What follows belongs to an exercise in optimizing a design on an open flow for a short achievable clock period and few clock cycles; a production flow would make more cautious choices.
In this exercise RTL edits were held to simulation tests only and were not proved equivalent to the original.

== delta ==
Design cpu_core, start of the top module:
module cpu_core (
  input  logic        clk,
  input  logic        arst_n_i,
  input  logic        bus_stall_i,
  output logic        inst_sram_en_o,
  output logic [31:0] inst_sram_addr_o,
  input  logic [31:0] inst_sram_rdata_i,
  output logic        data_sram_en_o,
  output logic [3:0]  data_sram_wen_o,
  output logic [31:0] data_sram_addr_o,
  output logic [31:0] data_sram_wdata_o,
  input  logic [31:0] data_sram_rdata_i,
  output logic [31:0] debug_wb_pc_o,
  output logic [3:0]  debug_wb_rf_wen_o,
  output logic [4:0]  debug_wb_rf_wnum_o,
  output logic [31:0] debug_wb_rf_wdata_o
);
  localparam logic [19:0] PAGE = 20'hbfc00;
  logic run;
  assign run = !bus_stall_i;
  logic [9:0]  f_pc, f_pc_h;   
  logic [9:0]  f_pc_n;
  logic        i_v;            
  logic [9:0]  i_pc;
  logic        h_v;            
  logic [31:0] h_ir;
  logic [9:0]  h_pc;
  logic        h_tk;
  logic [9:0]  h_tgt;
  logic [31:0] i_ir;
  logic        i_tk, i_lpx;
  logic [9:0]  i_tgt;
  logic [9:0]  f_pc_o, f_pc_p, f_pc_q;
  assign i_ir = inst_sram_rdata_i;
  ...
==> flow/config.mk <==
export PLATFORM = sky130hd
export DESIGN_NAME = cpu_core
export DESIGN_NICKNAME = cpu_core
export VERILOG_FILES = /design/flow/design.v
export SDC_FILE = /design/flow/constraint.sdc
export NUM_CORES = 8
export LEC_CHECK = 0
export CAP_MARGIN = 20
export CORE_MARGIN = 2
export CORE_UTILIZATION = 30
export SLEW_MARGIN = 35
export SYNTH_HIERARCHICAL = 1
export SYNTH_MINIMUM_KEEP_SIZE = 0
==> flow/constraint.sdc <==
create_clock -name core_clock -period 9.5 [get_ports {clk}]
set_input_delay 1.9000 -clock core_clock [delete_from_list [all_inputs] [get_ports {clk}]]
set_output_delay 1.9000 -clock core_clock [all_outputs]
set_load 0.01 [all_outputs]
standard.sh (not shown) runs the stock make flow with config.mk's settings and CLKGATE_MAP_FILE= SYNTH_SCRIPT=/design/flow/synth_recipe.tcl, a recipe that flattens the netlist after the stock synthesis.
==> flow/flow/run.sh <==
#!/bin/bash
# The standard layout (standard.sh, with its synthesis unchanged; the
# hierarchical synthesis is set in config.mk) with two settings changed for
# how the layout is made; the SDC is not touched:
# - timing repair aims at a shorter clock than the SDC's (setup margin),
# - the ports get buf_8 buffers instead of the default small buffer.
# Each ORFS step writes its own log under orfs/logs; make's output goes to
# standard.log.
set -euo pipefail
bash standard.sh SETUP_SLACK_MARGIN=6.5 \
  "BUFFER_PORTS_ARGS=-buffer_cell sky130_fd_sc_hd__buf_8" \
  finish > standard.log 2>&1
Testbench counts of delta, summed over its fixed seeds: cycles 113,183.
Edits applied to the flow inputs when going from delta to epsilon:
-- flow/design.v --
<<< delta, line 225
  always_comb begin
    for (int k = 0; k < 32; k++) begin
      s_rs_oh[k] = (r_ir[25:21] == k[4:0]);
      s_rt_oh[k] = (r_ir[20:16] == k[4:0]);
    end
  end
  assign r_take = !r_v || d_take;
  assign r_rs   = r_ir[25:21];
  assign r_rt   = r_ir[20:16];
  always_ff @(posedge clk or negedge arst_n_i) begin
    if (!arst_n_i) begin
>>> epsilon, line 225
  always_comb begin
    for (int k = 0; k < 32; k++) begin
      s_rs_oh[k] = (r_rs == k[4:0]);
      s_rt_oh[k] = (r_rt == k[4:0]);
    end
  end
  assign r_take = !r_v || d_take;
  logic r_ld;
  assign r_ld = run && r_take;
  always_ff @(posedge clk) begin
    r_rs <= ({5{r_ld}} & src_ir[25:21]) | ({5{!r_ld}} & r_ir[25:21]);
    r_rt <= ({5{r_ld}} & src_ir[20:16]) | ({5{!r_ld}} & r_ir[20:16]);
  end
  always_ff @(posedge clk or negedge arst_n_i) begin
    if (!arst_n_i) begin
<<< delta, line 315
  logic        m_wreg, m_load;
  logic [4:0]  m_dest;
  logic [31:0] m_res, m_val, ld_val;
  logic        t_wreg;
  logic [4:0]  t_dest;
>>> epsilon, line 319
  logic        m_wreg, m_load;
  logic [4:0]  m_dest;
  logic [31:0] m_res, m_res_b, m_val, ld_val;
  logic        t_wreg;
  logic [4:0]  t_dest;
<<< delta, line 453
    data_sram_wen_o   <= ({4{run}} & rq_wen) | ({4{!run}} & q_wen_h);
    data_sram_wdata_o <= ({32{run}} & rq_wdata) | ({32{!run}} & q_wdata_h);
    if (run) begin
      q_addr_h  <= ag_sum;
      q_wen_h   <= rq_wen;
      q_wdata_h <= rq_wdata;
    end
  end
>>> epsilon, line 457
    data_sram_wen_o   <= ({4{run}} & rq_wen) | ({4{!run}} & q_wen_h);
    data_sram_wdata_o <= ({32{run}} & rq_wdata) | ({32{!run}} & q_wdata_h);
    q_wdata_h         <= ({32{run}} & rq_wdata) | ({32{!run}} & data_sram_wdata_o);
    if (run) begin
      q_addr_h  <= ag_sum;
      q_wen_h   <= rq_wen;
    end
  end
<<< delta, line 463
  logic [3:0]  e_lsel;
  logic        e_s_add, e_s_sub, e_as, e_s_and, e_s_or, e_s_xor, e_s_slt, e_s_sltu, e_s_sll;
  logic [3:0]  e_sh8;    
  logic [7:0]  e_sh1;    
  logic [9:0]  e_pc, e_tgt, e_fall;
  always_ff @(posedge clk or negedge arst_n_i) begin
>>> epsilon, line 467
  logic [3:0]  e_lsel;
  logic        e_s_add, e_s_sub, e_as, e_s_and, e_s_or, e_s_xor, e_s_slt, e_s_sltu, e_s_sll;
  logic [3:0]  e_sh8, e_sh8_h, e_sh8_n;    
  logic [7:0]  e_sh1, e_sh1_h, e_sh1_n;    
  assign e_sh8_n = 4'b0001 << d_ir[10:9];
  assign e_sh1_n = 8'b00000001 << d_ir[8:6];
  always_ff @(posedge clk) begin
    e_sh8 <= ({4{run}} & e_sh8_n) | ({4{!run}} & e_sh8_h);
    e_sh1 <= ({8{run}} & e_sh1_n) | ({8{!run}} & e_sh1_h);
  end
  logic [9:0]  e_pc, e_tgt, e_fall;
  always_ff @(posedge clk or negedge arst_n_i) begin
<<< delta, line 496
      e_s_sltu <= f_sltu;
      e_s_sll  <= f_sll;
      e_sh8    <= 4'b0001 << d_ir[10:9];
      e_sh1    <= 8'b00000001 << d_ir[8:6];
      e_pc     <= d_pc;
      e_tgt    <= d_tgt;
>>> epsilon, line 506
      e_s_sltu <= f_sltu;
      e_s_sll  <= f_sll;
      e_sh8_h  <= e_sh8_n;
      e_sh1_h  <= e_sh1_n;
      e_pc     <= d_pc;
      e_tgt    <= d_tgt;
<<< delta, line 598
    if (run) begin
      m_dest <= e_dest;
      m_res  <= e_res;
      m_lw   <= e_lw;
      m_sx   <= e_sx;
>>> epsilon, line 608
    if (run) begin
      m_dest <= e_dest;
      m_lw   <= e_lw;
      m_sx   <= e_sx;
<<< delta, line 610
                  ({8{m_lsel[3]}} & data_sram_rdata_i[31:24]);
  assign ld_val = m_lw ? data_sram_rdata_i : {{24{m_sx & m_byte[7]}}, m_byte};
  assign m_val  = m_load ? ld_val : m_res;
  always_ff @(posedge clk or negedge arst_n_i) begin
>>> epsilon, line 619
                  ({8{m_lsel[3]}} & data_sram_rdata_i[31:24]);
  assign ld_val = m_lw ? data_sram_rdata_i : {{24{m_sx & m_byte[7]}}, m_byte};
  always_ff @(posedge clk) begin
    m_res   <= ({32{run}} & e_res) | ({32{!run}} & m_res_b);
    m_res_b <= ({32{run}} & e_res) | ({32{!run}} & m_res);
  end
  assign m_val  = m_load ? ld_val : m_res;
  always_ff @(posedge clk or negedge arst_n_i) begin
Notes after the runs:
Register count in epsilon is higher than in delta.
Summary of epsilon over delta: netlist area before placement shows an increase of about 1.5%; core utilization picked up an extra 1.7 points; global-route met3 utilization fell by 0.34 points.
Cmp epsilon vs delta: worst-case reg-to-reg path depth lower in epsilon
Testbench counts of epsilon, summed over its fixed seeds: cycles 113,183.

[what the ideal ports hide]
No port has a modelled driver above. Below, the same layouts with a new extraction and two added sets of constraints. Step 1, drivers: a clkbuf_16 drives clk and a buf_2 each remaining input, both assumed. Step 2 times the ports against the registers' clock, not the clock port: input delays grow and output delays shrink by t, the midpoint of the rising clock arrivals with the driver on. Three values: ideal ports, drivers, drivers and shift; two values: the first two.
| run | t, ns | slack for setup (ns) | worst register clock-pin slew, ns | pins driven straight from the clock port |
|---|---|---|---|---|
| delta | 1.010 | 6.030 / 5.966 / 5.227 | 0.07 / 0.07 | 1 |
| epsilon | 1.008 | 6.037 / 6.016 / 5.169 | 0.08 / 0.08 | 1 |
After both steps setup and hold are still met in every run listed. For epsilon, which loses most, drivers alone change the setup slack by -0.021 ns; drivers and shift together by -0.868 ns.
